Context: an optimization exercise on an open-source flow, tuned for small area. The choices shown serve that exercise and are no tape-out recipe. RTL that was checked went through simulation tests only; none was proved equivalent to the original. For runs 1 and 2, only the layout was checked, not whether the RTL still works. Power and IR drop assume default switching activity.

===== flow/flow/run.sh =====
#!/bin/bash
set -euo pipefail
SRC="VERILOG_FILES=$PWD/flow/mapped.v"
CTS="CTS_ARGS=-sink_clustering_enable -repair_clock_nets -dont_use_dummy_load -buf_list {sky130_fd_sc_hd__clkbuf_4} -sink_clustering_size 10 -sink_clustering_max_diameter 40"
DU="DONT_USE_CELLS=sky130_fd_sc_hd__probe_p_8 sky130_fd_sc_hd__probec_p_8 sky130_fd_sc_hd__lpflow_bleeder_1 sky130_fd_sc_hd__lpflow_clkbufkapwr_1 sky130_fd_sc_hd__lpflow_clkbufkapwr_16 sky130_fd_sc_hd__lpflow_clkbufkapwr_2 sky130_fd_sc_hd__lpflow_clkbufkapwr_4 sky130_fd_sc_hd__lpflow_clkbufkapwr_8 sky130_fd_sc_hd__lpflow_clkinvkapwr_1 sky130_fd_sc_hd__lpflow_clkinvkapwr_16 sky130_fd_sc_hd__lpflow_clkinvkapwr_2 sky130_fd_sc_hd__lpflow_clkinvkapwr_4 sky130_fd_sc_hd__lpflow_clkinvkapwr_8 sky130_fd_sc_hd__lpflow_decapkapwr_12 sky130_fd_sc_hd__lpflow_decapkapwr_3 sky130_fd_sc_hd__lpflow_decapkapwr_4 sky130_fd_sc_hd__lpflow_decapkapwr_6 sky130_fd_sc_hd__lpflow_decapkapwr_8 sky130_fd_sc_hd__lpflow_inputiso0n_1 sky130_fd_sc_hd__lpflow_inputiso0p_1 sky130_fd_sc_hd__lpflow_inputiso1n_1 sky130_fd_sc_hd__lpflow_inputiso1p_1 sky130_fd_sc_hd__lpflow_inputisolatch_1 sky130_fd_sc_hd__lpflow_isobufsrc_1 sky130_fd_sc_hd__lpflow_isobufsrc_16 sky130_fd_sc_hd__lpflow_isobufsrc_2 sky130_fd_sc_hd__lpflow_isobufsrc_4 sky130_fd_sc_hd__lpflow_isobufsrc_8 sky130_fd_sc_hd__lpflow_isobufsrckapwr_16 sky130_fd_sc_hd__lpflow_lsbuf_lh_hl_isowell_tap_1 sky130_fd_sc_hd__lpflow_lsbuf_lh_hl_isowell_tap_2 sky130_fd_sc_hd__lpflow_lsbuf_lh_hl_isowell_tap_4 sky130_fd_sc_hd__lpflow_lsbuf_lh_isowell_4 sky130_fd_sc_hd__lpflow_lsbuf_lh_isowell_tap_1 sky130_fd_sc_hd__lpflow_lsbuf_lh_isowell_tap_2 sky130_fd_sc_hd__lpflow_lsbuf_lh_isowell_tap_4 sky130_fd_sc_hd__buf_8 sky130_fd_sc_hd__buf_12 sky130_fd_sc_hd__buf_16 sky130_fd_sc_hd__bufbuf_8 sky130_fd_sc_hd__bufbuf_16"
bash standard.sh "$SRC" synth > synth_make.log 2>&1
bash standard.sh "$SRC" "$DU" \
  "BUFFER_PORTS_ARGS=-buffer_cell sky130_fd_sc_hd__buf_1" \
  "$CTS" \
  finish > orfs_make.log 2>&1

===== flow/design.v =====
module branch_checkpoint_table #(
    parameter int CP_DEPTH = 4,
    parameter int D_REG    = 64,
    parameter int S_REG    = 16,
    parameter int ROB_LEN  = 32,
    localparam int IDW     = $clog2(CP_DEPTH),
    localparam int CW      = IDW + 1,
    localparam int DW      = $clog2(D_REG),
    localparam int SW      = $clog2(S_REG),
    localparam int RW      = $clog2(ROB_LEN)
) (
    input  logic                  clk,
    input  logic                  rst,
    input  logic                  alloc_valid,
    input  logic [D_REG-1:0]      alloc_r_free_list,
    input  logic [S_REG-1:0]      alloc_s_free_list,
    input  logic [15:0][DW-1:0]   alloc_d_translation,
    input  logic [SW-1:0]         alloc_s_translation,
    input  logic [RW-1:0]         alloc_rob_tail,
    output logic [IDW-1:0]        alloc_id,
    output logic                  full,
    output logic                  empty,
    input  logic                  resolve_valid,
    input  logic [IDW-1:0]        resolve_id,
    input  logic                  resolve_mispredict,
    input  logic                  free_valid,
    input  logic [DW-1:0]         free_reg,
    output logic [D_REG-1:0]      frl_r_cp,
    output logic [S_REG-1:0]      frl_s_cp,
    output logic [15:0][DW-1:0]   tt_d_cp,
    output logic [SW-1:0]         tt_s_cp,
    output logic [RW-1:0]         rob_tail_cp
);
    localparam int STW = S_REG + 16*DW + SW + RW;
    logic [CP_DEPTH-1:0][D_REG-1:0]     r_free_r;
    logic [CP_DEPTH-1:0][STW-1:0]       stat_r;
    logic [CP_DEPTH-1:0]  valid_r;
    logic [IDW-1:0]       head_r;
    logic [IDW-1:0]       tail_r;
    logic                 full_r;
    logic                 mp_req_s;
    logic                 correct_s;
    logic                 mispredict_s;
    logic                 alloc_s;
    logic [IDW-1:0]       resolve_pos_s;
    logic [IDW-1:0]       occ_s;
    logic [CP_DEPTH-1:0]  valid_mid_s;
    logic                 nonzero_mid_s;
    logic                 retire_s;
    logic [CP_DEPTH-1:0]  valid_next_s;
    logic [IDW-1:0]       tail_next_s;
    logic [IDW-1:0]       head_next_s;
    logic                 full_next_s;
    always_comb begin
        mp_req_s      = resolve_valid && resolve_mispredict;
        correct_s     = resolve_valid && !resolve_mispredict && valid_r[resolve_id];
        mispredict_s  = mp_req_s && valid_r[resolve_id];
        alloc_s       = alloc_valid && !full_r && !mp_req_s;
        resolve_pos_s = resolve_id - head_r;
        occ_s         = tail_r - head_r;
        for (int i = 0; i < CP_DEPTH; i++) begin
            valid_mid_s[i] = valid_r[i]
                && !(correct_s && (resolve_id == IDW'(i)))
                && !(mispredict_s && ((IDW'(i) - head_r) >= resolve_pos_s));
        end
        nonzero_mid_s = mispredict_s ? (resolve_pos_s != '0) : (full_r || (occ_s != '0));
        retire_s      = nonzero_mid_s && !valid_mid_s[head_r];
        valid_next_s  = valid_mid_s;
        if (alloc_s)
            valid_next_s[tail_r] = 1'b1;
        tail_next_s   = alloc_s ? tail_r + IDW'(1) : (mispredict_s ? resolve_id : tail_r);
        head_next_s   = head_r + IDW'(retire_s);
        full_next_s   = !retire_s && ((full_r && !mispredict_s) ||
                                      (alloc_s && (occ_s == IDW'(CP_DEPTH - 1))));
    end
    always_ff @(posedge clk or posedge rst) begin
        if (rst) begin
            valid_r <= '0;
            head_r  <= '0;
            tail_r  <= '0;
            full_r  <= 1'b0;
        end else begin
            valid_r <= valid_next_s;
            head_r  <= head_next_s;
            tail_r  <= tail_next_s;
            full_r  <= full_next_s;
        end
    end
    logic [CP_DEPTH-1:0] we_s;
    logic [D_REG-1:0]    fdec_s;
    always_comb begin
        for (int i = 0; i < CP_DEPTH; i++)
            we_s[i] = alloc_s && (tail_r == IDW'(i));
        for (int r = 0; r < D_REG; r++)
            fdec_s[r] = free_valid && (free_reg == DW'(r));
    end
    logic [STW-1:0] alloc_stat_s;
    assign alloc_stat_s = {alloc_s_free_list, alloc_d_translation,
                           alloc_s_translation, alloc_rob_tail};
    always_ff @(posedge clk) begin
        for (int i = 0; i < CP_DEPTH; i++) begin
            r_free_r[i] <= (we_s[i] ? alloc_r_free_list : r_free_r[i]) | fdec_s;
            if (we_s[i])
                stat_r[i] <= alloc_stat_s;
        end
    end
    assign alloc_id    = tail_r;
    assign full        = full_r;
    assign empty       = !full_r && (tail_r == head_r);
    logic [CP_DEPTH-1:0] rsel_s;
    logic [D_REG-1:0]    rd_free_s;
    logic [STW-1:0]      rd_stat_s;
    always_comb begin
        rd_free_s = '0;
        rd_stat_s = '0;
        for (int i = 0; i < CP_DEPTH; i++) begin
            rsel_s[i] = (resolve_id == IDW'(i));
            rd_free_s = rd_free_s | ({D_REG{rsel_s[i]}} & r_free_r[i]);
            rd_stat_s = rd_stat_s | ({STW{rsel_s[i]}} & stat_r[i]);
        end
    end
    assign frl_r_cp = rd_free_s;
    assign {frl_s_cp, tt_d_cp, tt_s_cp, rob_tail_cp} = rd_stat_s;
endmodule

===== flow/config.mk =====
export PLATFORM = sky130hd
export DESIGN_NAME = branch_checkpoint_table
export DESIGN_NICKNAME = branch_checkpoint_table
export VERILOG_FILES = /design/flow/design.v
export SDC_FILE = /design/flow/constraint.sdc
export NUM_CORES = 4
export LEC_CHECK = 0
export CAP_MARGIN = 20
export CORE_MARGIN = 2
export CORE_UTILIZATION = 65
export SLEW_MARGIN = 20

===== flow/constraint.sdc =====
create_clock -name core_clock -period 5.0 [get_ports {clk}]
set_input_delay 1.0000 -clock core_clock [delete_from_list [all_inputs] [get_ports {clk}]]
set_output_delay 1.0000 -clock core_clock [all_outputs]
set_load 0.01 [all_outputs]

===== flow/flow/mapped.v =====
// branch_checkpoint_table
// Keeps one rename-state snapshot (free lists, translation maps, ROB tail) per
// in-flight branch. Entries are allocated in program order at the tail,
// released out of order on resolve, and retired from the head one per cycle.
// A mispredict discards the resolving entry and every younger one, and the
// stored snapshot of the resolving entry is presented combinationally so the
// hazard controller can restore in the same cycle.
//
// Area-oriented implementation: the snapshot payload has no reset (an entry's
// payload is only observable while it is live, and it is always written when
// it becomes live), and released registers are forwarded into every entry's
// data free list regardless of liveness (a dead entry's contents are never
// observed and are overwritten on its next allocation).

`ifndef NUM_D_REG
`define NUM_D_REG 64
`endif
`ifndef NUM_S_REG
`define NUM_S_REG 16
`endif
`ifndef ROB_LENGTH
`define ROB_LENGTH 32
`endif

module branch_checkpoint_table #(
    parameter int CP_DEPTH = 4,
    parameter int D_REG    = `NUM_D_REG,
    parameter int S_REG    = `NUM_S_REG,
    parameter int ROB_LEN  = `ROB_LENGTH,
    localparam int IDW     = $clog2(CP_DEPTH),
    localparam int CW      = IDW + 1,
    localparam int DW      = $clog2(D_REG),
    localparam int SW      = $clog2(S_REG),
    localparam int RW      = $clog2(ROB_LEN)
) (
    input  logic                  clk,
    input  logic                  rst,
    // checkpoint capture
    input  logic                  alloc_valid,
    input  logic [D_REG-1:0]      alloc_r_free_list,
    input  logic [S_REG-1:0]      alloc_s_free_list,
    input  logic [15:0][DW-1:0]   alloc_d_translation,
    input  logic [SW-1:0]         alloc_s_translation,
    input  logic [RW-1:0]         alloc_rob_tail,
    output logic [IDW-1:0]        alloc_id,
    output logic                  full,
    output logic                  empty,
    // branch resolution
    input  logic                  resolve_valid,
    input  logic [IDW-1:0]        resolve_id,
    input  logic                  resolve_mispredict,
    // registers released by commit
    input  logic                  free_valid,
    input  logic [DW-1:0]         free_reg,
    // recovery snapshot of entry resolve_id
    output logic [D_REG-1:0]      frl_r_cp,
    output logic [S_REG-1:0]      frl_s_cp,
    output logic [15:0][DW-1:0]   tt_d_cp,
    output logic [SW-1:0]         tt_s_cp,
    output logic [RW-1:0]         rob_tail_cp
);

    // Static part of a snapshot (written only on allocation)
    localparam int STW = S_REG + 16*DW + SW + RW;

    // Payload storage
    logic [CP_DEPTH-1:0][D_REG-1:0]     r_free_r;
    logic [CP_DEPTH-1:0][STW-1:0]       stat_r;

    // Bookkeeping. The occupancy count always equals (tail - head) mod CP_DEPTH,
    // except that a full ring (count CP_DEPTH) has tail == head; full_r tells
    // the two apart, so the count itself needs no register.
    logic [CP_DEPTH-1:0]  valid_r;
    logic [IDW-1:0]       head_r;
    logic [IDW-1:0]       tail_r;
    logic                 full_r;

    // Next-state signals
    logic                 mp_req_s;
    logic                 correct_s;
    logic                 mispredict_s;
    logic                 alloc_s;
    logic [IDW-1:0]       resolve_pos_s;
    logic [IDW-1:0]       occ_s;
    logic [CP_DEPTH-1:0]  valid_mid_s;
    logic                 nonzero_mid_s;
    logic                 retire_s;
    logic [CP_DEPTH-1:0]  valid_next_s;
    logic [IDW-1:0]       tail_next_s;
    logic [IDW-1:0]       head_next_s;
    logic                 full_next_s;

    // Resolve, allocate and retire decisions for this cycle
    always_comb begin
        mp_req_s      = resolve_valid && resolve_mispredict;
        correct_s     = resolve_valid && !resolve_mispredict && valid_r[resolve_id];
        mispredict_s  = mp_req_s && valid_r[resolve_id];
        // A mispredict request blocks allocation even if its id is stale
        alloc_s       = alloc_valid && !full_r && !mp_req_s;
        // Position of the resolving entry counted from the oldest entry
        resolve_pos_s = resolve_id - head_r;
        // Occupancy count mod CP_DEPTH
        occ_s         = tail_r - head_r;

        for (int i = 0; i < CP_DEPTH; i++) begin
            valid_mid_s[i] = valid_r[i]
                && !(correct_s && (resolve_id == IDW'(i)))
                && !(mispredict_s && ((IDW'(i) - head_r) >= resolve_pos_s));
        end
        // Post-resolve count is nonzero
        nonzero_mid_s = mispredict_s ? (resolve_pos_s != '0) : (full_r || (occ_s != '0));
        retire_s      = nonzero_mid_s && !valid_mid_s[head_r];

        valid_next_s  = valid_mid_s;
        if (alloc_s)
            valid_next_s[tail_r] = 1'b1;
        // alloc and a mispredict are never in the same cycle
        tail_next_s   = alloc_s ? tail_r + IDW'(1) : (mispredict_s ? resolve_id : tail_r);
        head_next_s   = head_r + IDW'(retire_s);
        // Full next cycle: was full (and no mispredict), or had CP_DEPTH-1 and
        // allocates; a retire takes one away again
        full_next_s   = !retire_s && ((full_r && !mispredict_s) ||
                                      (alloc_s && (occ_s == IDW'(CP_DEPTH - 1))));
    end

    // Pointer, live and full registers
    always_ff @(posedge clk or posedge rst) begin
        if (rst) begin
            valid_r <= '0;
            head_r  <= '0;
            tail_r  <= '0;
            full_r  <= 1'b0;
        end else begin
            valid_r <= valid_next_s;
            head_r  <= head_next_s;
            tail_r  <= tail_next_s;
            full_r  <= full_next_s;
        end
    end

    // Write enables and released-register decode
    logic [CP_DEPTH-1:0] we_s;
    logic [D_REG-1:0]    fdec_s;
    always_comb begin
        for (int i = 0; i < CP_DEPTH; i++)
            we_s[i] = alloc_s && (tail_r == IDW'(i));
        for (int r = 0; r < D_REG; r++)
            fdec_s[r] = free_valid && (free_reg == DW'(r));
    end

    logic [STW-1:0] alloc_stat_s;
    assign alloc_stat_s = {alloc_s_free_list, alloc_d_translation,
                           alloc_s_translation, alloc_rob_tail};

    // Snapshot payload registers (no reset)
    localparam int NB = D_REG + STW;   // payload bits per entry
    localparam int GW = 5;            // write-enable copies per entry
    localparam int GN = 2;            // inverted write-enable copies per entry
    localparam int GR = 5;            // read-select copies per entry

    logic [CP_DEPTH-1:0] tail_oh_s;
    always_comb
        for (int i = 0; i < CP_DEPTH; i++)
            tail_oh_s[i] = (tail_r == IDW'(i));

    // Write enables: wen = !(alloc & tail == i) from GN nand2 gates, and
    // we = !wen from GW inverters, each serving a group of payload bits
    logic [GN-1:0][CP_DEPTH-1:0] weng_s;
    logic [GW-1:0][CP_DEPTH-1:0] weg_s;
    for (genvar gi = 0; gi < CP_DEPTH; gi++) begin : g_we
        for (genvar gg = 0; gg < GN; gg++) begin : g_n
            sky130_fd_sc_hd__nand2_2 u_wen (.A(alloc_s), .B(tail_oh_s[gi]), .Y(weng_s[gg][gi]));
        end
        for (genvar gg = 0; gg < GW; gg++) begin : g_w
            sky130_fd_sc_hd__inv_2 u_we (.A(weng_s[(gg * GN) / GW][gi]), .Y(weg_s[gg][gi]));
        end
    end

    // Data free list: next = (we ? alloc : q) | released, one a221o per bit
    logic [CP_DEPTH-1:0][D_REG-1:0] r_free_nx_s;
    for (genvar gi = 0; gi < CP_DEPTH; gi++) begin : g_fn
        for (genvar gb = 0; gb < D_REG; gb++) begin : g_b
            sky130_fd_sc_hd__a221o_1 u_nx (
                .A1(weng_s[(gb * GN) / D_REG][gi]), .A2(r_free_r[gi][gb]),
                .B1(weg_s[(gb * GW) / NB][gi]),     .B2(alloc_r_free_list[gb]),
                .C1(fdec_s[gb]), .X(r_free_nx_s[gi][gb]));
        end
    end

    always_ff @(posedge clk)
        r_free_r <= r_free_nx_s;

    // Static payload: bit b of the entry is payload bit D_REG + b
    for (genvar gi = 0; gi < CP_DEPTH; gi++) begin : g_st
        for (genvar gb = 0; gb < STW; gb++) begin : g_b
            always_ff @(posedge clk)
                if (weg_s[((D_REG + gb) * GW) / NB][gi])
                    stat_r[gi][gb] <= alloc_stat_s[gb];
        end
    end

    assign alloc_id    = tail_r;
    assign full        = full_r;
    assign empty       = !full_r && (tail_r == head_r);

    // Zero-latency recovery read of the resolving entry. Active-low one-hot
    // selects t_i = !(resolve_id == i), from GR inverters per entry each
    // serving a group of bits; out = AND_i (t_i | q_i), built as
    // nor2(o22ai(entries 0, 1), o22ai(entries 2, 3)).
    logic [CP_DEPTH-1:0]         rsel_s;
    logic [CP_DEPTH-1:0][NB-1:0] q_all_s;
    logic [NB-1:0]               rd_all_s;
    logic [GR-1:0][CP_DEPTH-1:0] tsel_s;
    always_comb
        for (int i = 0; i < CP_DEPTH; i++)
            rsel_s[i] = (resolve_id == IDW'(i));
    for (genvar gi = 0; gi < CP_DEPTH; gi++) begin : g_q
        assign q_all_s[gi] = {stat_r[gi], r_free_r[gi]};
        for (genvar gg = 0; gg < GR; gg++) begin : g_t
            sky130_fd_sc_hd__inv_2 u_t (.A(rsel_s[gi]), .Y(tsel_s[gg][gi]));
        end
    end
    for (genvar gb = 0; gb < NB; gb++) begin : g_rd
        logic n1, n2;
        sky130_fd_sc_hd__o22ai_1 u_a (
            .A1(tsel_s[(gb * GR) / NB][0]), .A2(q_all_s[0][gb]),
            .B1(tsel_s[(gb * GR) / NB][1]), .B2(q_all_s[1][gb]), .Y(n1));
        sky130_fd_sc_hd__o22ai_1 u_b (
            .A1(tsel_s[(gb * GR) / NB][2]), .A2(q_all_s[2][gb]),
            .B1(tsel_s[(gb * GR) / NB][3]), .B2(q_all_s[3][gb]), .Y(n2));
        sky130_fd_sc_hd__nor2_1  u_c (.A(n1), .B(n2), .Y(rd_all_s[gb]));
    end

    assign frl_r_cp = rd_all_s[D_REG-1:0];
    assign {frl_s_cp, tt_d_cp, tt_s_cp, rob_tail_cp} = rd_all_s[NB-1:D_REG];

endmodule

===== flow/standard.sh =====
#!/bin/bash
# synth_recipe.tcl (not shown) runs the flow's synth.tcl, then flattens the netlist and writes it again
# the make line also repeats each setting of config.mk as NAME=value (left out here)
make -C /OpenROAD-flow-scripts/flow DESIGN_CONFIG=/design/flow/config.mk WORK_HOME=/design/flow/orfs CLKGATE_MAP_FILE= SYNTH_SCRIPT=/design/flow/synth_recipe.tcl "${@:-finish}"

==> summary.json, run 1 <==
{
  "status": {
    "run_status": "timing/DRC/antenna clean"
  },
  "synthesis": {
    "synth_area_per_cell_um2": 14.9,
    "synth_enable_flop_cells": 484,
    "synthesis.instances": 1795,
    "ys_types": 47,
    "synth.mux.area_fraction_pct": 0.168,
    "mappedNetlistArea_mm2": 0.0267,
    "ys_seq_area_share_pct": 74.4,
    "synth_fa_ha_area_share_pct": 0.468,
    "postSynth.topFlopCell": "sky130_fd_sc_hd__edfxtp_1",
    "synthesis.yosys.warnings": 1,
    "synthArstFlopShare_pct": 1.20,
    "syn-num-nets": 2004,
    "post_synth_and_or_nand_nor_area_fraction_pct": 4.83,
    "synth_top_family_by_area": "compound AO/OA/AOI/OAI gates",
    "synth_compound_gate_area_share_pct": 18.9,
    "ys_seq_elements": 749,
    "synthXorXnorAreaFrac_pct": 0.360
  },
  "grt": {
    "grt_overflow_total": 0,
    "grt_antenna_before_repair": 15,
    "grt_start_max_net_pins": 38,
    "grt_util_all_layers_pct": 31.9,
    "first_global_vias": 18230,
    "global_route_wire_length_before_repair_um": 103000
  },
  "timing": {
    "setup_total_negative_slack_ns": 0,
    "timing.clock.skew_ns": 0.0543,
    "rsz0062_at_grt": "no",
    "fmax_ghz": 0.237,
    "min_period_over_period_pct": 84.3,
    "relSlewSlack_pct": 30.8,
    "period_minus_slack_ns": 4.21,
    "max_slew.worst_pin.slew_ns": 1.03,
    "setup_viol": 0,
    "fin_hold_ws_ns": 0.0542,
    "timing.final.max_slew_violations": 0,
    "finalHoldViolations": 0
  },
  "die": {
    "die_w_um": 207,
    "die_area_mm2": 0.0428,
    "fp-row-count": 74,
    "effective_utilization_at_floorplan_pct": 65.6,
    "io_pins": 388,
    "core_area_mm2": 0.0407,
    "fp.dieH_um": 207
  },
  "routing": {
    "viasPerCell": 6.70,
    "vias": 19042,
    "drt_wl_total_um": 70400,
    "routedWlPerCell_um": 24.8,
    "drc_errors": 0,
    "first_pass_iters": 5,
    "detail_route.iter0.violations": 2091,
    "ant_nets": 0
  },
  "cts": {
    "cts.htree.levels": 3,
    "root_buffer": "sky130_fd_sc_hd__clkbuf_4",
    "tritoncts": "built",
    "max-clock-path-buffers": 3,
    "cts.reportedPaths.clkPinSlew_ns": 0.09,
    "cts_hold_buffers": 0,
    "cts_post_setup_buffers_inserted": 0,
    "number_of_buffers_inserted_during_clock_tree_synthesis": 95,
    "clock_sink_count": 749,
    "clk_latency_worst_skew_pair_ns": 0.90,
    "post_cts_resized": 0
  },
  "power": {
    "worst_ir_drop_vdd_uv": 284,
    "power_per_cell_area_mw_per_mm2": 525,
    "leakage_nw": 10.0,
    "power_frac_seq_pct": 58.1,
    "internal-power_mw": 10.9,
    "pwr-share-comb_pct": 24.8,
    "switching_share_pct": 30.2,
    "sw_power_mw": 4.71,
    "power.share.clock_pct": 17.1
  },
  "setup_path": {
    "crit-reg2reg-launch": "head_r[0]",
    "worstPathCellList": "buf_1, inv_1, nor2_1, inv_2, o22ai_1, nor2_1, buf_1",
    "worst_path_largest_cell_delay_ns": 0.54,
    "critical_path_arrival_ns": 3.21,
    "critical_path_peak_fanout": 37,
    "critPathSlowestCell": "sky130_fd_sc_hd__nor2_1",
    "cp.required_ns": 4.00,
    "crit_path_start": "resolve_id[0]",
    "crit_path_start_kind": "input pin",
    "worstSetupPathType": "in -> out",
    "worst_setup_path_end_kind": "primary output",
    "critical_path_s_top_delay_family": "buffers and inverters",
    "critPathBufInv": 4
  },
  "min_path": {
    "timing.hold.worst.class": "in -> async"
  },
  "placement": {
    "portBuffers": 387,
    "detailed_place_hpwl_um": 42600,
    "gp_routability_congestion": 0.861
  },
  "flow_run": {
    "timing.max_cap.violations": 0
  },
  "cells_and_area": {
    "layout-area-overhead-vs-synth_pct": 11.2,
    "drive_gt1_share_pct": 7.84,
    "layout.nets": 2507
  }
}
area by class of cell:
class / count / area (um2)
antenna: 14 / 35.0
clock buffer: 95 / 713
fill: 2814 / 11000
inverter: 48 / 180
multi-input combinational: 987 / 6610
sequential: 749 / 19900
tap: 532 / 666
timing repair buffer: 417 / 1630
per-layer routing:
layer  share of wire, %  track usage, %  vias to the layer above
met1                 38            41.9                     9376
met4                3.5            13.9                       10
met5              0.080               0                        -
met2                 48            49.3                      960
li1                   -               -                     8542
met3                 11            10.2                      154
placed cells by master (no fill, tap or decap), drive strengths merged, types with 10 or more instances in the layout:
cell,netlist,routed
diode,0,14
ha,10,10
nor2,256,256
inv,48,48
a221o,256,256
edfxtp,484,484
clkbuf,6,95
buf,5,417
dfxtp,256,256
nand2,26,26
o22ai,372,372
power groups by stage:
stage	combinational, mW	sequential, mW	clock [mW]
after CTS	3.85	9.05	2.72
after global routing	4.16	9.22	2.95
after detailed placement	3.83	9.19	0
after floorplan	2.64	8.96	0
after global placement	3.73	9.11	0
final	3.88	9.07	2.67
registers in the layout (all words and copies together) (netlist names):
name	flops
tail_r	2
head_r	2
r_free_r	256
full_r	1
stat_r	484
valid_r	4
cell usage after synthesis (5+ instances only):
library cell,n,area (um2)
sky130_fd_sc_hd__edfxtp_1,484,14500
sky130_fd_sc_hd__o22ai_1,372,2330
sky130_fd_sc_hd__a221o_1,256,2560
sky130_fd_sc_hd__dfxtp_1,256,5120
sky130_fd_sc_hd__nor2_1,256,961
sky130_fd_sc_hd__inv_2,40,150
sky130_fd_sc_hd__nand2_1,18,67.6
sky130_fd_sc_hd__ha_1,10,125
sky130_fd_sc_hd__dfrtp_1,9,225
sky130_fd_sc_hd__inv_1,8,30.0
sky130_fd_sc_hd__nand2_2,8,50.1
sky130_fd_sc_hd__nand3_1,8,40.0
sky130_fd_sc_hd__clkbuf_1,6,22.5
sky130_fd_sc_hd__nor2b_1,6,37.5
sky130_fd_sc_hd__o21ai_0,6,30.0
sky130_fd_sc_hd__nand3b_1,5,37.5
cells by family (layout without fill, tap and decap cells):
kind of cell,count (synthesis),in the layout
AOI/OAI and AO/OA,651,651
xor gates and xnor gates,7,7
adders and majority gates,10,10
buffers and inverters,59,560
DFF,749,749
muxes,4,4
other,0,14
and+or+nand+nor,315,315
stage by stage:
step | utilization, % | setup slack (ns) | area, um2 | std cells | power, mW
finish | 72.9 | 0.786 | 29700 | 2842 | 15.6
global route | 72.9 | 0.753 | 29700 | 2838 | 16.3
CTS | 72.9 | 0.884 | 29700 | 2828 | 15.6
detailed placement | 71.1 | 0.850 | 29000 | 2733 | 13.0
global placement | 71.1 | 0.957 | 29000 | 2733 | 12.8
floorplan | - | 1.67 | 26700 | 1795 | 11.6
worst paths after layout:
check / endpoint / slack [ns] / cells past startpoint
worst max-delay path: frl_r_cp[45] / 0.79 / 7
worst min-delay path: valid_r[3] / 0.05 / 2
worst max register to register: head_r[1] / 2.11 / 9
worst min register to register: r_free_r[109] / 0.50 / 1
max in group asynchronous: valid_r[1] / 4.64 / 2
min in group core_clock: stat_r[274] / 0.35 / 1
==> run 2, diff against run 1 <==
--- a/flow/flow/mapped.v
+++ b/flow/flow/mapped.v
@@ -155,7 +155,7 @@
     // Snapshot payload registers (no reset)
     localparam int NB = D_REG + STW;   // payload bits per entry
-    localparam int GW = 5;            // write-enable copies per entry
+    localparam int GW = 6;            // write-enable copies per entry
     localparam int GN = 2;            // inverted write-enable copies per entry
-    localparam int GR = 5;            // read-select copies per entry
+    localparam int GR = 6;            // read-select copies per entry
 
     logic [CP_DEPTH-1:0] tail_oh_s;
@@ -170,8 +170,8 @@
     for (genvar gi = 0; gi < CP_DEPTH; gi++) begin : g_we
         for (genvar gg = 0; gg < GN; gg++) begin : g_n
-            sky130_fd_sc_hd__nand2_2 u_wen (.A(alloc_s), .B(tail_oh_s[gi]), .Y(weng_s[gg][gi]));
+            sky130_fd_sc_hd__nand2_4 u_wen (.A(alloc_s), .B(tail_oh_s[gi]), .Y(weng_s[gg][gi]));
         end
         for (genvar gg = 0; gg < GW; gg++) begin : g_w
-            sky130_fd_sc_hd__inv_2 u_we (.A(weng_s[(gg * GN) / GW][gi]), .Y(weg_s[gg][gi]));
+            sky130_fd_sc_hd__inv_4 u_we (.A(weng_s[(gg * GN) / GW][gi]), .Y(weg_s[gg][gi]));
         end
     end
@@ -218,5 +218,5 @@
         assign q_all_s[gi] = {stat_r[gi], r_free_r[gi]};
         for (genvar gg = 0; gg < GR; gg++) begin : g_t
-            sky130_fd_sc_hd__inv_2 u_t (.A(rsel_s[gi]), .Y(tsel_s[gg][gi]));
+            sky130_fd_sc_hd__inv_4 u_t (.A(rsel_s[gi]), .Y(tsel_s[gg][gi]));
         end
     end
==> run 2 against run 1 <==
Net effect: area after synthesis increased by 0.71%; final area unchanged; setup slack improved by 0.15 ns; critical path type unchanged; largest cell class unchanged; critical endpoint is now frl_r_cp[62]; sequential cell count did not move; still clean on timing, DRC and antenna; maximum frequency is 3.8% higher.
==> summary.json, run 2 <==
{
  "status": {
    "run_status": "timing/DRC/antenna clean"
  },
  "setup_path": {
    "worstPathCellList": "buf_1, nand2_1, inv_1, inv_4, o22ai_1, nor2_1, buf_1",
    "crit-reg2reg-launch": "head_r[0]",
    "worst_path_largest_cell_delay_ns": 0.56,
    "number_of_cell_instances_on_the_worst_register_to_register_path": 9,
    "worst-r2r-setup-slack_ns": 2.15,
    "worst_path_most_repeated_cell": "sky130_fd_sc_hd__buf_1",
    "crit_path_start": "resolve_id[0]",
    "worst_setup_path_end_kind": "primary output",
    "cp.required_ns": 4.00,
    "worstReg2RegEnd": "head_r[1]",
    "worstSetupPathType": "in -> out",
    "crit_path_start_kind": "input pin",
    "end_of_the_critical_path": "frl_r_cp[62]",
    "critical_path_arrival_ns": 3.06,
    "critPathSlowestCell": "sky130_fd_sc_hd__inv_1",
    "critical_path_peak_fanout": 31
  },
  "grt": {
    "grt_antenna_before_repair": 21,
    "grt_overflow_total": 0,
    "grt_util_all_layers_pct": 31.8,
    "global_route_wire_length_before_repair_um": 107000,
    "first_global_vias": 18437,
    "grt_start_max_net_pins": 36
  },
  "cts": {
    "root_buffer": "sky130_fd_sc_hd__clkbuf_4",
    "cts_hold_buffers": 0,
    "cts_post_setup_buffers_inserted": 0,
    "cts.reportedPaths.clkPinSlew_ns": 0.09,
    "tritoncts": "built",
    "max-clock-path-buffers": 3,
    "clock_sink_count": 749,
    "number_of_buffers_inserted_during_clock_tree_synthesis": 88,
    "clk_latency_worst_skew_pair_ns": 0.84,
    "cts.htree.levels": 3,
    "post_cts_resized": 0
  },
  "synthesis": {
    "synth_enable_flop_cells": 484,
    "ys_seq_elements": 749,
    "most_frequent_cell_after_synthesis": "sky130_fd_sc_hd__edfxtp_1",
    "synthTopCellsByCount": "484 x sky130_fd_sc_hd__edfxtp_1, 372 x sky130_fd_sc_hd__o22ai_1, 256 x sky130_fd_sc_hd__a221o_1, 256 x sky130_fd_sc_hd__dfxtp_1, 256 x sky130_fd_sc_hd__nor2_1",
    "synthArstFlopShare_pct": 1.20,
    "ys_seq_area_share_pct": 73.9,
    "synth_area_per_cell_um2": 14.9,
    "post-synth-top-area-fraction_pct": 54.0,
    "synth.area.top_cells": "sky130_fd_sc_hd__edfxtp_1 54%, sky130_fd_sc_hd__dfxtp_1 19%, sky130_fd_sc_hd__a221o_1 9.5%, sky130_fd_sc_hd__o22ai_1 8.6%, sky130_fd_sc_hd__nor2_1 3.6%",
    "ys_types": 47,
    "synthesis.yosys.warnings": 1,
    "netlist.top_cell.by_area": "sky130_fd_sc_hd__edfxtp_1",
    "postSynth.topFlopCell": "sky130_fd_sc_hd__edfxtp_1",
    "syn-num-nets": 2012,
    "mappedNetlistArea_mm2": 0.0269,
    "synthesis.instances": 1803
  },
  "timing": {
    "relSlewSlack_pct": 34.3,
    "setup_viol": 0,
    "fmax_ghz": 0.246,
    "period_minus_slack_ns": 4.06,
    "fin_hold_ws_ns": 0.0980,
    "min_period_over_period_pct": 81.2,
    "timing.final.max_slew_violations": 0,
    "max_slew.worst_pin.slew_ns": 0.982,
    "setup_total_negative_slack_ns": 0,
    "timing.clock.skew_ns": 0.0649,
    "finalHoldViolations": 0,
    "rsz0062_at_grt": "no"
  },
  "min_path": {
    "timing.hold.worst.class": "in -> async"
  },
  "routing": {
    "ant_nets": 0,
    "drc_errors": 0,
    "vias": 18855,
    "drt_wl_total_um": 69700,
    "first_pass_iters": 7,
    "viasPerCell": 6.68,
    "detail_route.iter0.violations": 1944,
    "routedWlPerCell_um": 24.7
  },
  "die": {
    "fp-row-count": 74,
    "die_area_mm2": 0.0431,
    "core_area_mm2": 0.0408,
    "die_w_um": 208,
    "effective_utilization_at_floorplan_pct": 65.9,
    "fp.dieH_um": 208,
    "io_pins": 388
  },
  "power": {
    "pwr-share-comb_pct": 24.7,
    "power_per_cell_area_mw_per_mm2": 522,
    "power_frac_seq_pct": 58.5,
    "internal-power_mw": 10.8,
    "sw_power_mw": 4.70,
    "leakage_nw": 10.0,
    "switching_share_pct": 30.3,
    "worst_ir_drop_vdd_uv": 333,
    "power.share.clock_pct": 16.7
  },
  "cells_and_area": {
    "largest_register_ff_count": 484,
    "drive_gt1_share_pct": 7.03,
    "layout.cells.most_common_list": "484 x sky130_fd_sc_hd__edfxtp_1, 387 x sky130_fd_sc_hd__buf_1, 372 x sky130_fd_sc_hd__o22ai_1",
    "layout.nets": 2487,
    "fin_area_mm2": 0.0297,
    "layout-area-overhead-vs-synth_pct": 10.4,
    "layout_commonest_cell": "sky130_fd_sc_hd__edfxtp_1",
    "biggestRegsByFlops": "stat_r (484), r_free_r (256), valid_r (4)",
    "largest_register": "stat_r",
    "count_of_filler_cells_inserted_in_the_layout": 2802
  },
  "flow_run": {
    "timing.max_cap.violations": 0
  },
  "placement": {
    "placed_cell_area_mm2": 0.0290,
    "gp_routability_congestion": 0.839,
    "detailed_place_hpwl_um": 42300,
    "portBuffers": 387
  }
}
run 2: changes by cell type in the layout (fill, tap and decap cells not counted):
cell,before,now
sky130_fd_sc_hd__buf_2,18,9
sky130_fd_sc_hd__diode_2,14,13
sky130_fd_sc_hd__nand2_2,8,0
sky130_fd_sc_hd__buf_4,12,0
sky130_fd_sc_hd__clkbuf_4,95,88
sky130_fd_sc_hd__nand2_4,0,8
sky130_fd_sc_hd__inv_4,0,48
sky130_fd_sc_hd__inv_2,40,0
run 2: critical path: cells and delay by family:
family,cells,cell delay (ns)
AOI/OAI and AO/OA,1,0.43
buffers and inverters,4,1.40
and+or+nand+nor,2,0.22
run 2: kinds of logic after synthesis:
group,after synthesis,synth area share [%]
buffers and inverters,67,1.45
multiplexers,4,0.167
AND/OR/NAND/NOR,315,4.94
AO/OA/AOI/OAI,651,18.8
XOR/XNOR,7,0.358
adder cells (fa/ha/maj),10,0.465
flip-flops,749,73.9
run 2: metal layers:
metal / vias up / track usage (%) / wire [um] / part of all wire (%)
met5: - / 0 / 138 / 0.20
met4: 20 / 12.0 / 2420 / 3.5
met3: 162 / 8.21 / 6950 / 10
met2: 903 / 48.8 / 32300 / 46
met1: 9275 / 44.4 / 27900 / 40
li1: 8495 / - / - / -
run 2: power groups by stage:
stage	Clock, mW	Combinational, mW	Sequential, mW
after floorplan	0	2.71	8.96
after global placement	0	3.72	9.11
after detailed placement	0	3.81	9.19
after CTS	2.64	3.82	9.05
after global routing	2.90	4.14	9.23
final	2.60	3.84	9.08
run 2: worst min path at each step:
stage	from	endpoint	slack, ns	cells after the start
CTS	rst	head_r[1]	0.05	2
global placement	r_free_r[143]	r_free_r[143]	0.47	1
detailed placement	r_free_r[110]	r_free_r[110]	0.48	1
global route	rst	head_r[1]	0.07	2
finish	rst	head_r[1]	0.1	2
floorplan	r_free_r[103]	r_free_r[103]	0.46	1
run 2: cell type report:
type                       count  area [um2]  area share [%]
sequential                   749       19900            66.9
inverter                      56         330            1.11
antenna                       13        32.5           0.109
clock buffer                  88         661            2.22
multi-input combinational    987        6650            22.4
tap                          532         666            2.24
timing repair buffer         396        1500            5.04
run 2: metrics by stage:
stage                     instances  power, mW  utilization, %  setup slack [ns]
after floorplan                1803       11.7               -              1.56
after global placement         2720       12.8            71.1             0.987
after detailed placement       2720       13.0            71.1             0.983
after CTS                      2808       15.5            72.7             0.972
after global routing           2817       16.3            72.8             0.877
final                          2821       15.5            72.8             0.941
==> run 3, diff against run 2 <==
--- a/flow/design.v
+++ b/flow/design.v
@@ -35,9 +35,10 @@
     logic [CP_DEPTH-1:0][D_REG-1:0]     r_free_r;
     logic [CP_DEPTH-1:0][STW-1:0]       stat_r;
-    logic [CP_DEPTH-1:0]  valid_r;
+    logic [CP_DEPTH-1:0]  live_r;
     logic [IDW-1:0]       head_r;
     logic [IDW-1:0]       tail_r;
     logic                 full_r;
     logic                 mp_req_s;
+    logic                 hit_s;
     logic                 correct_s;
     logic                 mispredict_s;
@@ -45,8 +46,9 @@
     logic [IDW-1:0]       resolve_pos_s;
     logic [IDW-1:0]       occ_s;
-    logic [CP_DEPTH-1:0]  valid_mid_s;
+    logic [CP_DEPTH-1:0]  live_mid_s;
+    logic [CP_DEPTH-1:0]  live_alloc_s;
     logic                 nonzero_mid_s;
     logic                 retire_s;
-    logic [CP_DEPTH-1:0]  valid_next_s;
+    logic [CP_DEPTH-1:0]  live_next_s;
     logic [IDW-1:0]       tail_next_s;
     logic [IDW-1:0]       head_next_s;
@@ -54,19 +56,19 @@
     always_comb begin
         mp_req_s      = resolve_valid && resolve_mispredict;
-        correct_s     = resolve_valid && !resolve_mispredict && valid_r[resolve_id];
-        mispredict_s  = mp_req_s && valid_r[resolve_id];
+        resolve_pos_s = resolve_id - head_r;
+        hit_s         = live_r[resolve_pos_s];
+        correct_s     = resolve_valid && !resolve_mispredict && hit_s;
+        mispredict_s  = mp_req_s && hit_s;
         alloc_s       = alloc_valid && !full_r && !mp_req_s;
-        resolve_pos_s = resolve_id - head_r;
         occ_s         = tail_r - head_r;
-        for (int i = 0; i < CP_DEPTH; i++) begin
-            valid_mid_s[i] = valid_r[i]
-                && !(correct_s && (resolve_id == IDW'(i)))
-                && !(mispredict_s && ((IDW'(i) - head_r) >= resolve_pos_s));
+        for (int k = 0; k < CP_DEPTH; k++) begin
+            live_mid_s[k] = live_r[k]
+                && !(correct_s && (resolve_pos_s == IDW'(k)))
+                && !(mispredict_s && (IDW'(k) >= resolve_pos_s));
+            live_alloc_s[k] = live_mid_s[k] || (alloc_s && (occ_s == IDW'(k)));
         end
         nonzero_mid_s = mispredict_s ? (resolve_pos_s != '0) : (full_r || (occ_s != '0));
-        retire_s      = nonzero_mid_s && !valid_mid_s[head_r];
-        valid_next_s  = valid_mid_s;
-        if (alloc_s)
-            valid_next_s[tail_r] = 1'b1;
+        retire_s      = nonzero_mid_s && !live_mid_s[0];
+        live_next_s   = retire_s ? (live_alloc_s >> 1) : live_alloc_s;
         tail_next_s   = alloc_s ? tail_r + IDW'(1) : (mispredict_s ? resolve_id : tail_r);
         head_next_s   = head_r + IDW'(retire_s);
@@ -76,10 +78,10 @@
     always_ff @(posedge clk or posedge rst) begin
         if (rst) begin
-            valid_r <= '0;
+            live_r  <= '0;
             head_r  <= '0;
             tail_r  <= '0;
             full_r  <= 1'b0;
         end else begin
-            valid_r <= valid_next_s;
+            live_r  <= live_next_s;
             head_r  <= head_next_s;
             tail_r  <= tail_next_s;
--- a/flow/flow/mapped.v
+++ b/flow/flow/mapped.v
@@ -68,8 +68,9 @@
     logic [CP_DEPTH-1:0][STW-1:0]       stat_r;
 
-    // Bookkeeping. The occupancy count always equals (tail - head) mod CP_DEPTH,
-    // except that a full ring (count CP_DEPTH) has tail == head; full_r tells
-    // the two apart, so the count itself needs no register.
-    logic [CP_DEPTH-1:0]  valid_r;
+    // Bookkeeping. Live bits are kept in age order: live_r[k] is the live bit
+    // of entry (head + k) mod CP_DEPTH. The occupancy count always equals
+    // (tail - head) mod CP_DEPTH, except that a full ring has tail == head;
+    // full_r tells the two apart, so the count itself needs no register.
+    logic [CP_DEPTH-1:0]  live_r;
     logic [IDW-1:0]       head_r;
     logic [IDW-1:0]       tail_r;
@@ -78,4 +79,5 @@
     // Next-state signals
     logic                 mp_req_s;
+    logic                 hit_s;
     logic                 correct_s;
     logic                 mispredict_s;
@@ -83,8 +85,9 @@
     logic [IDW-1:0]       resolve_pos_s;
     logic [IDW-1:0]       occ_s;
-    logic [CP_DEPTH-1:0]  valid_mid_s;
+    logic [CP_DEPTH-1:0]  live_mid_s;
+    logic [CP_DEPTH-1:0]  live_alloc_s;
     logic                 nonzero_mid_s;
     logic                 retire_s;
-    logic [CP_DEPTH-1:0]  valid_next_s;
+    logic [CP_DEPTH-1:0]  live_next_s;
     logic [IDW-1:0]       tail_next_s;
     logic [IDW-1:0]       head_next_s;
@@ -94,25 +97,27 @@
     always_comb begin
         mp_req_s      = resolve_valid && resolve_mispredict;
-        correct_s     = resolve_valid && !resolve_mispredict && valid_r[resolve_id];
-        mispredict_s  = mp_req_s && valid_r[resolve_id];
+        // Position of the resolving entry counted from the oldest entry
+        resolve_pos_s = resolve_id - head_r;
+        hit_s         = live_r[resolve_pos_s];
+        correct_s     = resolve_valid && !resolve_mispredict && hit_s;
+        mispredict_s  = mp_req_s && hit_s;
         // A mispredict request blocks allocation even if its id is stale
         alloc_s       = alloc_valid && !full_r && !mp_req_s;
-        // Position of the resolving entry counted from the oldest entry
-        resolve_pos_s = resolve_id - head_r;
         // Occupancy count mod CP_DEPTH
         occ_s         = tail_r - head_r;
 
-        for (int i = 0; i < CP_DEPTH; i++) begin
-            valid_mid_s[i] = valid_r[i]
-                && !(correct_s && (resolve_id == IDW'(i)))
-                && !(mispredict_s && ((IDW'(i) - head_r) >= resolve_pos_s));
+        for (int k = 0; k < CP_DEPTH; k++) begin
+            live_mid_s[k] = live_r[k]
+                && !(correct_s && (resolve_pos_s == IDW'(k)))
+                && !(mispredict_s && (IDW'(k) >= resolve_pos_s));
+            // the entry at the tail (age occ) becomes live on alloc
+            live_alloc_s[k] = live_mid_s[k] || (alloc_s && (occ_s == IDW'(k)));
         end
         // Post-resolve count is nonzero
         nonzero_mid_s = mispredict_s ? (resolve_pos_s != '0) : (full_r || (occ_s != '0));
-        retire_s      = nonzero_mid_s && !valid_mid_s[head_r];
-
-        valid_next_s  = valid_mid_s;
-        if (alloc_s)
-            valid_next_s[tail_r] = 1'b1;
+        retire_s      = nonzero_mid_s && !live_mid_s[0];
+
+        // Retiring the head moves every entry one place younger in age order
+        live_next_s   = retire_s ? (live_alloc_s >> 1) : live_alloc_s;
         // alloc and a mispredict are never in the same cycle
         tail_next_s   = alloc_s ? tail_r + IDW'(1) : (mispredict_s ? resolve_id : tail_r);
@@ -127,10 +132,10 @@
     always_ff @(posedge clk or posedge rst) begin
         if (rst) begin
-            valid_r <= '0;
+            live_r  <= '0;
             head_r  <= '0;
             tail_r  <= '0;
             full_r  <= 1'b0;
         end else begin
-            valid_r <= valid_next_s;
+            live_r  <= live_next_s;
             head_r  <= head_next_s;
             tail_r  <= tail_next_s;
@@ -155,7 +160,7 @@
     // Snapshot payload registers (no reset)
     localparam int NB = D_REG + STW;   // payload bits per entry
-    localparam int GW = 6;            // write-enable copies per entry
+    localparam int GW = 7;            // write-enable copies per entry
     localparam int GN = 2;            // inverted write-enable copies per entry
-    localparam int GR = 6;            // read-select copies per entry
+    localparam int GR = 7;            // read-select copies per entry
 
     logic [CP_DEPTH-1:0] tail_oh_s;
@@ -170,8 +175,8 @@
     for (genvar gi = 0; gi < CP_DEPTH; gi++) begin : g_we
         for (genvar gg = 0; gg < GN; gg++) begin : g_n
-            sky130_fd_sc_hd__nand2_4 u_wen (.A(alloc_s), .B(tail_oh_s[gi]), .Y(weng_s[gg][gi]));
+            sky130_fd_sc_hd__nand2_2 u_wen (.A(alloc_s), .B(tail_oh_s[gi]), .Y(weng_s[gg][gi]));
         end
         for (genvar gg = 0; gg < GW; gg++) begin : g_w
-            sky130_fd_sc_hd__inv_4 u_we (.A(weng_s[(gg * GN) / GW][gi]), .Y(weg_s[gg][gi]));
+            sky130_fd_sc_hd__inv_2 u_we (.A(weng_s[(gg * GN) / GW][gi]), .Y(weg_s[gg][gi]));
         end
     end
@@ -218,5 +223,5 @@
         assign q_all_s[gi] = {stat_r[gi], r_free_r[gi]};
         for (genvar gg = 0; gg < GR; gg++) begin : g_t
-            sky130_fd_sc_hd__inv_4 u_t (.A(rsel_s[gi]), .Y(tsel_s[gg][gi]));
+            sky130_fd_sc_hd__inv_2 u_t (.A(rsel_s[gi]), .Y(tsel_s[gg][gi]));
         end
     end
==> run 3 against run 2 <==
Net effect: sequential power is 1% lower; largest power group unchanged; largest cell class unchanged; first-iteration DRC count fell by 6.0%; critical endpoint is now frl_r_cp[29]; non-clock buffer count grew 2; highest routed layer unchanged; area after synthesis shrank 1.0%.
==> summary.json, run 3 <==
{
  "power": {
    "leakage_nw": 9.95,
    "power_per_cell_area_mw_per_mm2": 517,
    "p_total_mw": 15.2,
    "worst_ir_drop_vdd_uv": 313
  },
  "routing": {
    "routedWlPerCell_um": 25.0,
    "drc_errors": 0,
    "drt_wl_total_um": 70400,
    "first_pass_iters": 7,
    "ant_nets": 0,
    "vias": 18798,
    "detail_route.iter0.violations": 1828,
    "viasPerCell": 6.67
  },
  "cells_and_area": {
    "count_of_filler_cells_inserted_in_the_layout": 2818,
    "multi_input_gate_area_mm2": 0.00650,
    "layout-area-overhead-vs-synth_pct": 10.8,
    "biggestRegsByFlops": "stat_r (484), r_free_r (256), live_r (4)",
    "largest_register": "stat_r",
    "largest_register_ff_count": 484,
    "layout_commonest_cell": "sky130_fd_sc_hd__edfxtp_1",
    "seqCellArea_mm2": 0.0199,
    "layout.cells.most_common_list": "484 x sky130_fd_sc_hd__edfxtp_1, 387 x sky130_fd_sc_hd__buf_1, 370 x sky130_fd_sc_hd__o22ai_1",
    "drive_gt1_share_pct": 7.71,
    "layout.nets": 2477
  },
  "cts": {
    "clk_latency_worst_skew_pair_ns": 0.82,
    "cts_post_setup_buffers_inserted": 0,
    "clock_sink_count": 749,
    "tritoncts": "built",
    "cts_hold_buffers": 0,
    "cts.reportedPaths.clkPinSlew_ns": 0.11,
    "number_of_buffers_inserted_during_clock_tree_synthesis": 92,
    "cts.htree.levels": 3,
    "root_buffer": "sky130_fd_sc_hd__clkbuf_4",
    "max-clock-path-buffers": 3,
    "post_cts_resized": 0
  },
  "timing": {
    "relSlewSlack_pct": 30.0,
    "setup_viol": 0,
    "rsz0062_at_grt": "no",
    "min_period_over_period_pct": 76.6,
    "period_minus_slack_ns": 3.83,
    "fmax_ghz": 0.261,
    "setup_total_negative_slack_ns": 0,
    "finalHoldViolations": 0,
    "max_slew.worst_pin.slew_ns": 1.05,
    "timing.clock.skew_ns": 0.0699,
    "timing.final.max_slew_violations": 0
  },
  "grt": {
    "grt_util_all_layers_pct": 32.0,
    "global_route_wire_length_before_repair_um": 103000,
    "first_global_vias": 18031,
    "grt_overflow_total": 0,
    "grt_start_max_net_pins": 31,
    "grt_antenna_before_repair": 23
  },
  "min_path": {
    "timing.hold.worst.class": "in -> async"
  },
  "synthesis": {
    "most_frequent_cell_after_synthesis": "sky130_fd_sc_hd__edfxtp_1",
    "synthArstFlopShare_pct": 1.20,
    "ys_seq_elements": 749,
    "synth.area.top_cells": "sky130_fd_sc_hd__edfxtp_1 55%, sky130_fd_sc_hd__dfxtp_1 19%, sky130_fd_sc_hd__a221o_1 9.6%, sky130_fd_sc_hd__o22ai_1 8.7%, sky130_fd_sc_hd__nor2_1 3.6%",
    "synth_area_per_cell_um2": 14.9,
    "synth_enable_flop_cells": 484,
    "syn-num-nets": 1993,
    "netlist.top_cell.by_area": "sky130_fd_sc_hd__edfxtp_1",
    "synthesis.yosys.warnings": 1,
    "synthesis.instances": 1787,
    "mappedNetlistArea_mm2": 0.0266,
    "post-synth-top-area-fraction_pct": 54.5,
    "ys_types": 43,
    "postSynth.topFlopCell": "sky130_fd_sc_hd__edfxtp_1",
    "ys_seq_area_share_pct": 74.6,
    "synthTopCellsByCount": "484 x sky130_fd_sc_hd__edfxtp_1, 370 x sky130_fd_sc_hd__o22ai_1, 257 x sky130_fd_sc_hd__nor2_1"
  },
  "die": {
    "io_pins": 388,
    "core_area_mm2": 0.0406,
    "effective_utilization_at_floorplan_pct": 65.6,
    "fp-row-count": 74,
    "die_w_um": 206,
    "die_area_mm2": 0.0426,
    "fp.dieH_um": 206
  },
  "status": {
    "run_status": "timing/DRC/antenna clean"
  },
  "flow_run": {
    "timing.max_cap.violations": 0
  },
  "setup_path": {
    "crit_path_start_kind": "input pin",
    "critical_path_arrival_ns": 2.83,
    "critical_path_peak_fanout": 26,
    "worst_setup_path_end_kind": "primary output",
    "cp.required_ns": 4.00,
    "worstSetupPathType": "in -> out"
  },
  "placement": {
    "gp_routability_congestion": 0.860,
    "portBuffers": 387,
    "detailed_place_hpwl_um": 43100
  }
}
-- run 3: cell count changes in the layout (fill, tap and decap cells not counted), sizes merged, moves of 3 or more --
cell | previous run | this run
diode | 13 | 19
xor2 | 5 | 2
ha | 10 | 7
clkbuf | 88 | 92
inv | 56 | 60
-- run 3: cell families (layout without fill, tap and decap cells) --
| kind of cell | count (synthesis) | after routing | share of synthesized area, % |
|---|---|---|---|
| XOR/XNOR | 5 | 5 | 0.329 |
| adder cells (fa/ha/maj) | 7 | 7 | 0.329 |
| multiplexers | 5 | 5 | 0.197 |
| buffers and inverters | 68 | 550 | 1.00 |
| other | 0 | 19 | 0 |
| AO/OA/AOI/OAI | 640 | 640 | 18.7 |
| AND/OR/NAND/NOR | 313 | 313 | 4.79 |
| flip-flops | 749 | 749 | 74.6 |
-- run 3: cell type report --
class,count,share of cell area [%]
clock buffer,92,2.34
tap,532,2.26
sequential,749,67.4
inverter,60,0.763
antenna,19,0.161
multi-input combinational,970,22.0
timing repair buffer,398,5.11
-- run 3: where the power goes --
part | switching [mW] | internal [mW]
Sequential | 0.721 | 8.27
Combinational | 2.00 | 1.62
Clock | 1.80 | 0.845
-- run 3: path summary, 6_finish.rpt --
| check | endpoint | cells past startpoint | from | slack [ns] |
|---|---|---|---|---|
| setup / recovery | frl_r_cp[29] | 6 | resolve_id[1] | 1.17 |
| hold / removal | tail_r[1] | 2 | rst | 0.15 |
| setup reg to reg | stat_r[432] | 3 | full_r | 2.40 |
| hold reg to reg | r_free_r[110] | 1 | r_free_r[110] | 0.49 |
| max in group asynchronous | head_r[0] | 2 | rst | 4.54 |
| min in group core_clock | stat_r[234] | 1 | alloc_s_free_list[8] | 0.44 |
-- run 3: per-stage QoR --
step	cells	area [um2]	utilization (%)	hold WS (ns)	setup slack, ns
final	2820	29500	72.6	0.150	1.17
after global routing	2811	29500	72.6	0.141	1.14
after CTS	2801	29500	72.5	0.0915	1.23
after detailed placement	2709	28800	70.8	0.477	1.23
after global placement	2709	28800	70.8	0.472	1.26
after floorplan	1787	26600	-	0.462	1.82
-- run 3: per-layer routing --
metal | routed length, um | up-vias | track usage (%)
li1 | - | 8452 | -
met4 | 2070 | 16 | 12.7
met3 | 7840 | 155 | 9.00
met1 | 27200 | 9192 | 43.2
met5 | 94 | - | 0
met2 | 33200 | 983 | 49.6
-- run 3: worst max-delay path: stages --
cell	delay, ns
sky130_fd_sc_hd__buf_1	0.29
sky130_fd_sc_hd__and2_1	0.55
sky130_fd_sc_hd__inv_2	0.42
sky130_fd_sc_hd__o22ai_1	0.31
sky130_fd_sc_hd__nor2_1	0.10
sky130_fd_sc_hd__buf_1	0.14
==> run 4, diff against run 3 <==
--- a/flow/flow/mapped.v
+++ b/flow/flow/mapped.v
@@ -160,7 +160,7 @@
     // Snapshot payload registers (no reset)
     localparam int NB = D_REG + STW;   // payload bits per entry
-    localparam int GW = 7;            // write-enable copies per entry
+    localparam int GW = 6;            // write-enable copies per entry
     localparam int GN = 2;            // inverted write-enable copies per entry
-    localparam int GR = 7;            // read-select copies per entry
+    localparam int GR = 6;            // read-select copies per entry
 
     logic [CP_DEPTH-1:0] tail_oh_s;
--- a/flow/config.mk
+++ b/flow/config.mk
@@ -8,4 +8,4 @@
 export CAP_MARGIN = 20
 export CORE_MARGIN = 2
-export CORE_UTILIZATION = 65
+export CORE_UTILIZATION = 50
 export SLEW_MARGIN = 20
==> run 4 against run 3 <==
Net effect: still clean on timing, DRC and antenna; clock skew up 0.00057 ns; critical path depth up 1; sequential power about the same; non-clock buffer count down 1; die area up 29%; worst hold slack better by 0.21 ns; setup slack worse by 0.50 ns; final area up 0.75%; global-route usage down 5.7 points; final cell count up 5.3%; power up 1.1%; clock-buffer cell count up 10; critical endpoint is now frl_r_cp[61]; largest power group unchanged.
==> summary.json, run 4 <==
{
  "cts": {
    "clk_latency_worst_skew_pair_ns": 0.88,
    "cts.htree.levels": 3,
    "max-clock-path-buffers": 3,
    "post_cts_resized": 0,
    "cts_post_setup_buffers_inserted": 0,
    "tritoncts": "built",
    "root_buffer": "sky130_fd_sc_hd__clkbuf_4",
    "clock_sink_count": 749,
    "number_of_buffers_inserted_during_clock_tree_synthesis": 102,
    "cts.reportedPaths.clkPinSlew_ns": 0.10,
    "cts_hold_buffers": 1
  },
  "routing": {
    "vias": 18703,
    "first_pass_iters": 5,
    "detail_route.iter0.violations": 1735,
    "drc_errors": 0,
    "ant_nets": 0,
    "routedWlPerCell_um": 25.2,
    "viasPerCell": 6.30,
    "drt_wl_total_um": 74800
  },
  "synthesis": {
    "synth_enable_flop_cells": 484,
    "synthArstFlopShare_pct": 1.20,
    "synthesis.instances": 1779,
    "mappedNetlistArea_mm2": 0.0266,
    "post-synth-top-area-fraction_pct": 54.6,
    "ys_seq_elements": 749,
    "synthesis.yosys.warnings": 1,
    "synth.mux.area_fraction_pct": 0.197,
    "synth_area_per_cell_um2": 15.0,
    "ys_types": 43,
    "synth_top_family_by_area": "compound AO/OA/AOI/OAI gates",
    "post_synth_and_or_nand_nor_area_fraction_pct": 4.80,
    "synthXorXnorAreaFrac_pct": 0.329,
    "synthTopCellsByCount": "484 x sky130_fd_sc_hd__edfxtp_1, 370 x sky130_fd_sc_hd__o22ai_1, 257 x sky130_fd_sc_hd__nor2_1",
    "most_frequent_cell_after_synthesis": "sky130_fd_sc_hd__edfxtp_1",
    "netlist.top_cell.by_area": "sky130_fd_sc_hd__edfxtp_1",
    "synth.area.top_cells": "sky130_fd_sc_hd__edfxtp_1 55%, sky130_fd_sc_hd__dfxtp_1 19%, sky130_fd_sc_hd__a221o_1 9.6%, sky130_fd_sc_hd__o22ai_1 8.7%, sky130_fd_sc_hd__nor2_1 3.6%",
    "synth_fa_ha_area_share_pct": 0.329,
    "ys_seq_area_share_pct": 74.7,
    "synth_compound_gate_area_share_pct": 18.8,
    "syn-num-nets": 1985,
    "postSynth.topFlopCell": "sky130_fd_sc_hd__edfxtp_1"
  },
  "setup_path": {
    "cp.required_ns": 4.00,
    "worstPathCellList": "buf_1, inv_1, nor2_1, inv_2, o22ai_1, nor2_1, buf_1",
    "worst_setup_path_end_kind": "primary output",
    "critical_path_arrival_ns": 3.33,
    "worst_path_largest_cell_delay_ns": 0.74,
    "worstSetupPathType": "in -> out",
    "critPathSlowestCell": "sky130_fd_sc_hd__nor2_1",
    "critPathBufInv": 4,
    "critical_path_s_top_delay_family": "buffers and inverters",
    "critical_path_peak_fanout": 31,
    "crit_path_start_kind": "input pin"
  },
  "cells_and_area": {
    "biggestRegsByFlops": "stat_r (484), r_free_r (256), live_r (4)",
    "layout-area-overhead-vs-synth_pct": 11.7,
    "largest_register_ff_count": 484,
    "layout.nets": 2478,
    "layout_commonest_cell": "sky130_fd_sc_hd__edfxtp_1",
    "layout.cells.most_common_list": "484 x sky130_fd_sc_hd__edfxtp_1, 387 x sky130_fd_sc_hd__buf_1, 370 x sky130_fd_sc_hd__o22ai_1",
    "largest_register": "stat_r",
    "drive_gt1_share_pct": 7.71,
    "count_of_filler_cells_inserted_in_the_layout": 4384
  },
  "status": {
    "run_status": "timing/DRC/antenna clean"
  },
  "grt": {
    "grt_antenna_before_repair": 16,
    "grt_util_all_layers_pct": 26.3,
    "grt_overflow_total": 0,
    "grt_start_max_net_pins": 34,
    "global_route_wire_length_before_repair_um": 112000,
    "first_global_vias": 18178
  },
  "power": {
    "worst_ir_drop_vdd_uv": 248,
    "leakage_nw": 9.95,
    "power_per_cell_area_mw_per_mm2": 519
  },
  "timing": {
    "finalHoldViolations": 0,
    "rsz0062_at_grt": "no",
    "relSlewSlack_pct": 27.3,
    "period_minus_slack_ns": 4.33,
    "fmax_ghz": 0.231,
    "setup_viol": 0,
    "setup_total_negative_slack_ns": 0,
    "min_period_over_period_pct": 86.6,
    "timing.clock.skew_ns": 0.0704,
    "timing.final.max_slew_violations": 0,
    "max_slew.worst_pin.slew_ns": 1.09,
    "fin_hold_ws_ns": 0.361
  },
  "flow_run": {
    "timing.max_cap.violations": 0
  },
  "min_path": {
    "timing.hold.worst.class": "in -> reg"
  },
  "die": {
    "fp-row-count": 84,
    "die_area_mm2": 0.0551,
    "effective_utilization_at_floorplan_pct": 50.7,
    "core_area_mm2": 0.0526,
    "fp.dieH_um": 235,
    "die_w_um": 235,
    "io_pins": 388
  },
  "placement": {
    "portBuffers": 387,
    "detailed_place_hpwl_um": 44900,
    "gp_routability_congestion": 0.846
  }
}
[run 4: changes by cell type in the layout (fill, tap and decap cells not counted), sizes merged]
| cell | change |
|---|---|
| dlygate4sd3 | +1 |
| inv | -8 |
| clkbuf | +10 |
| diode | -7 |
| buf | -2 |
[run 4: logic make-up after synthesis]
group                    count (synthesis)
multiplexers                             5
XOR/XNOR                                 5
adder cells (fa/ha/maj)                  7
flip-flops                             749
AO/OA/AOI/OAI                          640
AND/OR/NAND/NOR                        313
buffers and inverters                   60
[run 4: layout make-up]
cell class              count  area, um2  area share [%]
multi-input cells         970       6500            21.8
well taps                 688        861            2.89
diodes                     12       30.0           0.101
clock buffers             102        766            2.57
inverters                  52        195           0.656
flip-flops and latches    749      19900            66.9
repair buffers            397       1510            5.07
[run 4: metrics by stage]
stage / util, % / setup slack [ns] / area (um2) / power, mW / std cells
final: 56.6 / 0.670 / 29700 / 15.4 / 2970
after global routing: 56.6 / 0.503 / 29700 / 16.2 / 2966
after CTS: 56.5 / 0.667 / 29700 / 15.5 / 2958
after detailed placement: 55.1 / 0.703 / 28900 / 12.7 / 2855
after global placement: 55.1 / 0.687 / 28900 / 12.6 / 2855
after floorplan: - / 1.82 / 26600 / 11.4 / 1779
[run 4: metal layers]
layer	track usage, %	up-vias	wire length [um]
met5	0	-	75
li1	-	8441	-
met2	40.1	787	35000
met3	5.83	114	5890
met1	37.2	9349	32000
met4	9.38	12	1860
[run 4: power by group]
part	leakage [nW]	internal (mW)	switching, mW
logic	2.81	1.61	2.03
registers	6.67	8.27	0.731
clock network	0.469	0.931	1.85
[run 4: final timing paths]
path / startpoint / end / slack, ns / cells after the start
max in group asynchronous: rst / live_r[2] / 4.02 / 3
min: alloc_d_translation[31] / stat_r[161] / 0.36 / 1
min in group asynchronous: rst / tail_r[0] / 0.67 / 3
max reg2reg: tail_r[0] / r_free_r[5] / 2.09 / 6
min reg2reg: r_free_r[230] / r_free_r[230] / 0.49 / 1
max: resolve_id[0] / frl_r_cp[61] / 0.67 / 7
[run 4: worst reg2reg max path: stages, from the launching register on]
cell and delay, ns:
sky130_fd_sc_hd__dfrtp_1 0.52, sky130_fd_sc_hd__inv_1 0.14, sky130_fd_sc_hd__ha_1 0.25, sky130_fd_sc_hd__nand2_2 0.12
sky130_fd_sc_hd__buf_2 0.70, sky130_fd_sc_hd__inv_2 0.56, sky130_fd_sc_hd__a221o_1 0.45
==> run 5, diff against run 4 <==
--- a/flow/config.mk
+++ b/flow/config.mk
@@ -8,4 +8,4 @@
 export CAP_MARGIN = 20
 export CORE_MARGIN = 2
-export CORE_UTILIZATION = 50
+export CORE_UTILIZATION = 65
 export SLEW_MARGIN = 20
==> run 5 against run 4 <==
Net effect: still clean on timing, DRC and antenna; utilization rose by 16 points; routed wire length fell by 7.4%; register-to-register slack gained 0.13 ns; first-iteration DRC count is 11% higher; sequential share of layout area rose by 0.67 points; critical path type unchanged; critical endpoint is now frl_r_cp[15]; largest cell class unchanged; highest routed layer unchanged.
==> summary.json, run 5 <==
{
  "grt": {
    "grt_start_max_net_pins": 35,
    "grt_antenna_before_repair": 19,
    "global_route_wire_length_before_repair_um": 102000,
    "first_global_vias": 17813,
    "grt_overflow_total": 0
  },
  "cells_and_area": {
    "layout-area-overhead-vs-synth_pct": 10.6,
    "largest_register": "stat_r",
    "layout.core_utilization_pct": 72.4,
    "layout.nets": 2464,
    "fin_area_mm2": 0.0294
  },
  "synthesis": {
    "synth_enable_flop_cells": 484,
    "synthesis.instances": 1779,
    "synthTopCellsByCount": "484 x sky130_fd_sc_hd__edfxtp_1, 370 x sky130_fd_sc_hd__o22ai_1, 257 x sky130_fd_sc_hd__nor2_1",
    "syn-num-nets": 1985,
    "most_frequent_cell_after_synthesis": "sky130_fd_sc_hd__edfxtp_1",
    "synth.area.top_cells": "sky130_fd_sc_hd__edfxtp_1 55%, sky130_fd_sc_hd__dfxtp_1 19%, sky130_fd_sc_hd__a221o_1 9.6%, sky130_fd_sc_hd__o22ai_1 8.7%, sky130_fd_sc_hd__nor2_1 3.6%",
    "mappedNetlistArea_mm2": 0.0266,
    "post-synth-top-area-fraction_pct": 54.6
  },
  "routing": {
    "vias": 18773,
    "ant_nets": 0,
    "detail_route.iter0.violations": 1926,
    "routedWlPerCell_um": 24.7,
    "drt_wl_total_um": 69300
  },
  "power": {
    "worst_ir_drop_vdd_uv": 318,
    "switching_share_pct": 29.6,
    "leakage_nw": 9.89,
    "power.share.clock_pct": 17.1,
    "sw_power_mw": 4.51
  },
  "timing": {
    "setup_viol": 0,
    "period_minus_slack_ns": 4.40,
    "relSlewSlack_pct": 30.4,
    "setup_total_negative_slack_ns": 0,
    "max_slew.worst_pin.slew_ns": 1.04
  },
  "setup_path": {
    "worst_path_largest_cell_delay_ns": 0.78,
    "critPathBufInv": 4,
    "worstSetupPathType": "in -> out",
    "cp.required_ns": 4.00
  },
  "status": {
    "run_status": "timing/DRC/antenna clean"
  },
  "cts": {
    "cts.htree.levels": 3,
    "cts_post_setup_buffers_inserted": 0,
    "number_of_buffers_inserted_during_clock_tree_synthesis": 90,
    "tritoncts": "built",
    "cts.reportedPaths.clkPinSlew_ns": 0.08,
    "post_cts_resized": 0
  },
  "flow_run": {
    "timing.max_cap.violations": 0
  },
  "die": {
    "core_area_mm2": 0.0406,
    "die_area_mm2": 0.0426,
    "die_w_um": 206,
    "effective_utilization_at_floorplan_pct": 65.5
  }
}
-- run 5: cell counts after synthesis --
Identical to the previous run, type by type.
-- run 5: layout make-up --
class / instances / area (um2)
flip-flops and latches: 749 / 19900
fillers: 2812 / 11200
multi-input cells: 970 / 6500
repair buffers: 395 / 1490
clock buffers: 90 / 676
well taps: 532 / 666
inverters: 52 / 195
diodes: 14 / 35.0
-- run 5: per-layer routing --
layer	routed length, um	track usage, %
met2	32600	48.6
met1	27000	43.6
met4	2250	12.9
met3	7270	8.03
met5	101	0
-- run 5: through the flow --
stage,cells,power (mW),worst slack [ns]
after global placement,2698,12.5,0.660
after CTS,2788,15.2,0.643
after detailed placement,2698,12.7,0.657
final,2802,15.2,0.598
after global routing,2796,15.9,0.526
after floorplan,1779,11.4,1.82
-- run 5: cell families after synthesis --
group / after synthesis / share of synthesized area [%]
flip-flops: 749 / 74.7
AO/OA/AOI/OAI: 640 / 18.8
AND/OR/NAND/NOR: 313 / 4.80
buffers and inverters: 60 / 0.888
adder cells (fa/ha/maj): 7 / 0.329
XOR/XNOR: 5 / 0.329
multiplexers: 5 / 0.197
-- run 5: final timing paths --
kind / from / end / slack [ns] / depth (start not counted)
setup / recovery: resolve_id[0] / frl_r_cp[15] / 0.60 / 7
hold / removal: rst / live_r[0] / 0.14 / 2
max in group asynchronous: rst / live_r[3] / 4.56 / 2
setup reg to reg: tail_r[1] / r_free_r[28] / 2.22 / 6
hold reg to reg: r_free_r[252] / r_free_r[252] / 0.50 / 1
min in group core_clock: alloc_d_translation[7] / stat_r[258] / 0.44 / 1
-- run 5: power groups by stage --
stage          logic [mW]  registers, mW  clock network [mW]
2_1_floorplan        2.51           8.90                   0
3_3_place_gp         3.47           9.05                   0
3_5_place_dp         3.57           9.12                   0
4_1_cts              3.57           8.99                2.65
5_1_grt              3.88           9.16                2.91
6_report             3.61           9.02                2.60

[re-timing with driven ports]
Ports are ideal in the flow. The routed layouts listed here were re-timed in OpenROAD. Step 1 assumes that a clkbuf_16 drives the clock port and a buf_2 every other input. Step 2, shift: input delay + t, output delay - t, t = (earliest + latest rising clock arrival at the registers) / 2. This alone moves slack from input paths to output paths. Slacks: no drivers / after step 1 / after step 2; pairs: no drivers / after step 1.
run	t (ns)	setup WS [ns]
run 1	0.913	0.786 / 0.712 / 0.712
run 2	0.852	0.941 / 0.864 / 0.864
run 3	0.836	1.172 / 1.119 / 1.119
run 4	0.891	0.670 / 0.594 / 0.594
run 5	0.829	0.598 / 0.512 / 0.512
After both steps every run listed still meets setup and hold.
